This is an optimization exercise on Yosys and OpenROAD, whose aim is small area, a short achievable clock period and few clock cycles per item, not a production implementation. Only simulation tests tie the RTL to the original design; equivalence was not proved.

==> exp/pepper: inputs <==
==> flow/design.v (excerpt) <==
module ka_seq_mult #(
  parameter int N = 131
) (
  input  logic           clk,
  input  logic           rst_n,
  input  logic           in_valid,
  output logic           in_ready,
  input  logic [N-1:0]   a,
  input  logic [N-1:0]   b,
  output logic           out_valid,
  input  logic           out_ready,
  output logic [2*N-2:0] y,
  output logic           busy
);
make LEC_CHECK=0 CAP_MARGIN=20 CORE_MARGIN=2 CORE_UTILIZATION=45 PLACE_DENSITY=0.55 SETUP_SLACK_MARGIN=4.6 SLEW_MARGIN=20 TNS_END_PERCENT=20 finish   # period 8.0 ns
run.sh (not shown) runs the stock make flow with config.mk's settings and CLKGATE_MAP_FILE= SYNTH_SCRIPT=/design/flow/synth_recipe.tcl, a recipe that flattens the netlist after the stock synthesis.
==> inputs of exp/nickel, as changes to exp/pepper <==
--- a/flow/design.v
+++ b/flow/design.v
@@ -10,54 +10,40 @@
   output logic           out_valid,
   input  logic           out_ready,
   output logic [2*N-2:0] y,
   output logic           busy
 );
   logic [261:0] p0;
   logic [687:0] p1;
   logic [260:0] p2;
-  logic [1:0] v;   
-  logic vy;           
-  logic vs;           
-  logic rdy_r;        
-  logic busy_r;       
-  logic [2*N-2:0] sk;
-  wire [2*N-1:0] ab = {b, a};
-  wire up = !vs;                       
-  wire y_free = !vy || out_ready;      
-  wire mid_v = v[1];             
-  wire vy_n = y_free ? (vs || mid_v) : 1'b1;
-  wire vs_n = vs ? !y_free : (mid_v && !y_free);
-  wire [1:0] v_n = up ? {v[0:0], in_valid} : v;
-  assign in_ready = rdy_r;
-  assign out_valid = vy;
-  assign busy = busy_r;
+  logic [2:0] v;   
+  wire adv = !(v[2] && !out_ready);
+  assign out_valid = v[2];
+  logic skid_v;
+  logic [2*N-1:0] skid;
+  wire [2*N-1:0] ab = skid_v ? skid : {b, a};
+  wire ab_v = skid_v || in_valid;
+  assign in_ready = !skid_v;
+  assign busy = skid_v || (|v);
   always_ff @(posedge clk or negedge rst_n) begin
-    if (!rst_n) begin
-      v <= '0;
-      vy <= 1'b0;
-      vs <= 1'b0;
-      rdy_r <= 1'b1;
-      busy_r <= 1'b0;
-    end else begin
-      v <= v_n;
-      vy <= vy_n;
-      vs <= vs_n;
-      rdy_r <= !vs_n;
-      busy_r <= vs_n || vy_n || (|v_n);
-    end
+    if (!rst_n) skid_v <= 1'b0;
+    else skid_v <= !adv && ab_v;
+  end
+  always_ff @(posedge clk) if (!skid_v) skid <= {b, a};
+  always_ff @(posedge clk or negedge rst_n) begin
+    if (!rst_n) v <= '0;
+    else if (adv) v <= {v[1:0], ab_v};
   end
   always_ff @(posedge clk) begin
-    if (up) begin
+    if (adv) begin
       p0 <= d0;
       p1 <= d1;
+      p2 <= d2;
     end
-    if (!vs) sk <= d2;
-    if (y_free) p2 <= vs ? sk : d2;
   end
   wire n262 = p0[0] ^ p0[66];
   wire n263 = p0[1] ^ p0[67];
   wire n264 = p0[2] ^ p0[68];
   wire n265 = p0[3] ^ p0[69];
   wire n266 = p0[4] ^ p0[70];
   wire n267 = p0[5] ^ p0[71];
   wire n268 = p0[6] ^ p0[72];
Settings changed: CORE_UTILIZATION 45 to 50, PLACE_DENSITY 0.55 to 0.6, SETUP_SLACK_MARGIN 4.6 to unset, TNS_END_PERCENT 20 to unset.
==> impl_metrics.json <==
{
  "track_usage_pct": 43.2,
  "r2r-start": "p0[116]",
  "rsz0062_at_grt": "yes",
  "dr.pass1.iters": 8,
  "fin_crit_sh_pct": 45.5,
  "endpoint": "p1[429]",
  "grt_pass1_wl_microns": 948000,
  "grt_antenna_before_repair": 41,
  "status": "no timing/DRC/antenna violations",
  "numCtsBuffers": 184,
  "finalWirelength_microns": 708000,
  "fin_cells": 21800
}
the above is filed under exp/pepper

==> impl_metrics.json <==
{
  "grt_antenna_before_repair": 26,
  "cts.reportedPaths.clkPinSlew_ns": 0.06,
  "grt_pass1_wl_microns": 901000,
  "status": "no timing/DRC/antenna violations",
  "r2r-start": "p0[124]",
  "track_usage_pct": 45.0,
  "rsz0062_at_grt": "no",
  "finalWirelength_microns": 668000,
  "crit_path_frequent_cell": "xnor2_1",
  "fin_cells": 21000,
  "dr.pass1.iters": 6
}
the above is filed under exp/nickel

Testbench counts of exp/pepper, summed over its fixed seeds: cycles 984, items 960.
Testbench counts of exp/nickel, summed over its fixed seeds: cycles 984, items 960.

---

==> run Z <==
Another version of the RTL of ka_seq_mult (not shown whole).
Design ka_seq_mult, start of the top module:
module ka_seq_mult #(
  parameter int N = 131
) (
  input  logic           clk,
  input  logic           rst_n,
  input  logic           in_valid,
  output logic           in_ready,
  input  logic [N-1:0]   a,
  input  logic [N-1:0]   b,
  output logic           out_valid,
  input  logic           out_ready,
  output logic [2*N-2:0] y,
  output logic           busy
);
==> flow/config.mk <==
export PLATFORM = sky130hd
export DESIGN_NAME = ka_seq_mult
export DESIGN_NICKNAME = ka_seq_mult
export VERILOG_FILES = /design/flow/design.v
export SDC_FILE = /design/flow/constraint.sdc
export NUM_CORES = 4
export LEC_CHECK = 0
export CAP_MARGIN = 20
export CORE_MARGIN = 2
export CORE_UTILIZATION = 50
export PLACE_DENSITY = 0.6
export SETUP_SLACK_MARGIN = 4.65
export SLEW_MARGIN = 20
export TNS_END_PERCENT = 100
==> flow/constraint.sdc <==
create_clock -name core_clock -period 8.0 [get_ports {clk}]
set_input_delay 1.6000 -clock core_clock [delete_from_list [all_inputs] [get_ports {clk}]]
set_output_delay 1.6000 -clock core_clock [all_outputs]
set_load 0.01 [all_outputs]
standard.sh (not shown) runs the stock make flow with config.mk's settings and CLKGATE_MAP_FILE= SYNTH_SCRIPT=/design/flow/synth_recipe.tcl, a recipe that flattens the netlist after the stock synthesis.
==> flow/flow/run.sh <==
#!/bin/bash
# The standard layout (the standard.sh: ORFS synthesis through finish, unchanged), except
# that the port buffers ORFS inserts before global placement are buf_4 cells instead of the
# default pick (a clkdlybuf4s50_1 delay cell). Every input and output port still gets its own
# buffer. make's full output goes to flow_make.log in this folder; ORFS's per-step logs are
# under orfs/logs/.
set -euo pipefail
export BUFFER_PORTS_ARGS="-buffer_cell sky130_fd_sc_hd__buf_4"
bash standard.sh > flow_make.log 2>&1
==> run A (differences from run Z) <==
SETUP_SLACK_MARGIN = 4.8   (was 4.65)
==> run D (differences from run Z) <==
SETUP_SLACK_MARGIN = 4.3   (was 4.65)
==> run K (differences from run Z) <==
SETUP_SLACK_MARGIN = 4.55   (was 4.65)
==> summary.txt <==
metric	run D	run Z	run A	run K
Worst EP arrival	4.46 ns	2.16 ns	2.15 ns	2.15 ns
Worst setup endpoint	p1[170]$_DFFE_PN_	in_ready	in_ready	in_ready
Final Cycle Share	0.492	0.470	0.469	0.469
Number of buffers outside the clock class in the layout	1121	1254	1519	1189
Top achievable clock speed	254 MHz	266 MHz	267 MHz	267 MHz
Number of buffers on the longest clock path	3	3	3	4
Mean number of vias per cell	5.71	5.72	5.73	5.70
Setup slack, reg-to-reg	4.06 ns	4.46 ns	4.56 ns	4.32 ns
Outcome	complete, no violations	complete, no violations	complete, no violations	complete, no violations
Crit Reg-Reg Endpoint	p1[170]$_DFFE_PN_	p1[188]$_DFFE_PN_	p1[182]$_DFFE_PN_	p1[210]$_DFFE_PN_
Vias in the first global route	101000	103000	104000	102000
Worst-Margin Slew	1.33 ns	1.34 ns	1.36 ns	1.36 ns
Global Route met3 Usage	0.159	0.165	0.170	0.142
Final instance area	148000 µm²	154000 µm²	160000 µm²	152000 µm²
Fraction of final layout cells sized beyond drive strength 1	0.120	0.140	0.161	0.130
Total length of routed wires	647000 µm	642000 µm	647000 µm	642000 µm
Cell count after placement	19300	19300	19300	19300
Post-CTS setup buffer count	10	46	138	13
Testbench counts of run Z, summed over its fixed seeds: cycles 976, items 960.
Testbench counts of run A, summed over its fixed seeds: cycles 976, items 960.
Testbench counts of run D, summed over its fixed seeds: cycles 976, items 960.
Testbench counts of run K, summed over its fixed seeds: cycles 976, items 960.

==> afterwards: timing with drivers on the ports <==
No port has a modelled driver above. Below, the same layouts with a new extraction and two added sets of constraints. Step 1: set_driving_cell puts a clkbuf_16 on clk and a buf_2 on each other input, an assumption about the parent block. Step 2 times the ports against the registers' clock, not the clock port: input delays grow and output delays shrink by t, the midpoint of the rising clock arrivals with the driver on. Three values: no drivers, after step 1, after step 2; two values: the first two.
| run | t (ns) | setup WS [ns] | worst setup path at the end |
|---|---|---|---|
| exp/pepper | 1.028 | 4.359 / 4.359 / 4.149 | input to register |
| exp/nickel | 0.996 | 3.515 / 3.515 / 3.515 | register to register |
| run Z | 0.956 | 4.242 / 4.208 / 3.558 | input to register |
| run A | 0.957 | 4.252 / 4.218 / 3.688 | input to register |
| run D | 0.962 | 4.064 / 4.064 / 3.202 | input to register |
| run K | 0.948 | 4.248 / 4.209 / 3.554 | input to register |
After both steps every run listed still meets setup and hold. For run D, which loses most, drivers alone change the setup slack by 0.000 ns; drivers and shift together by -0.862 ns.
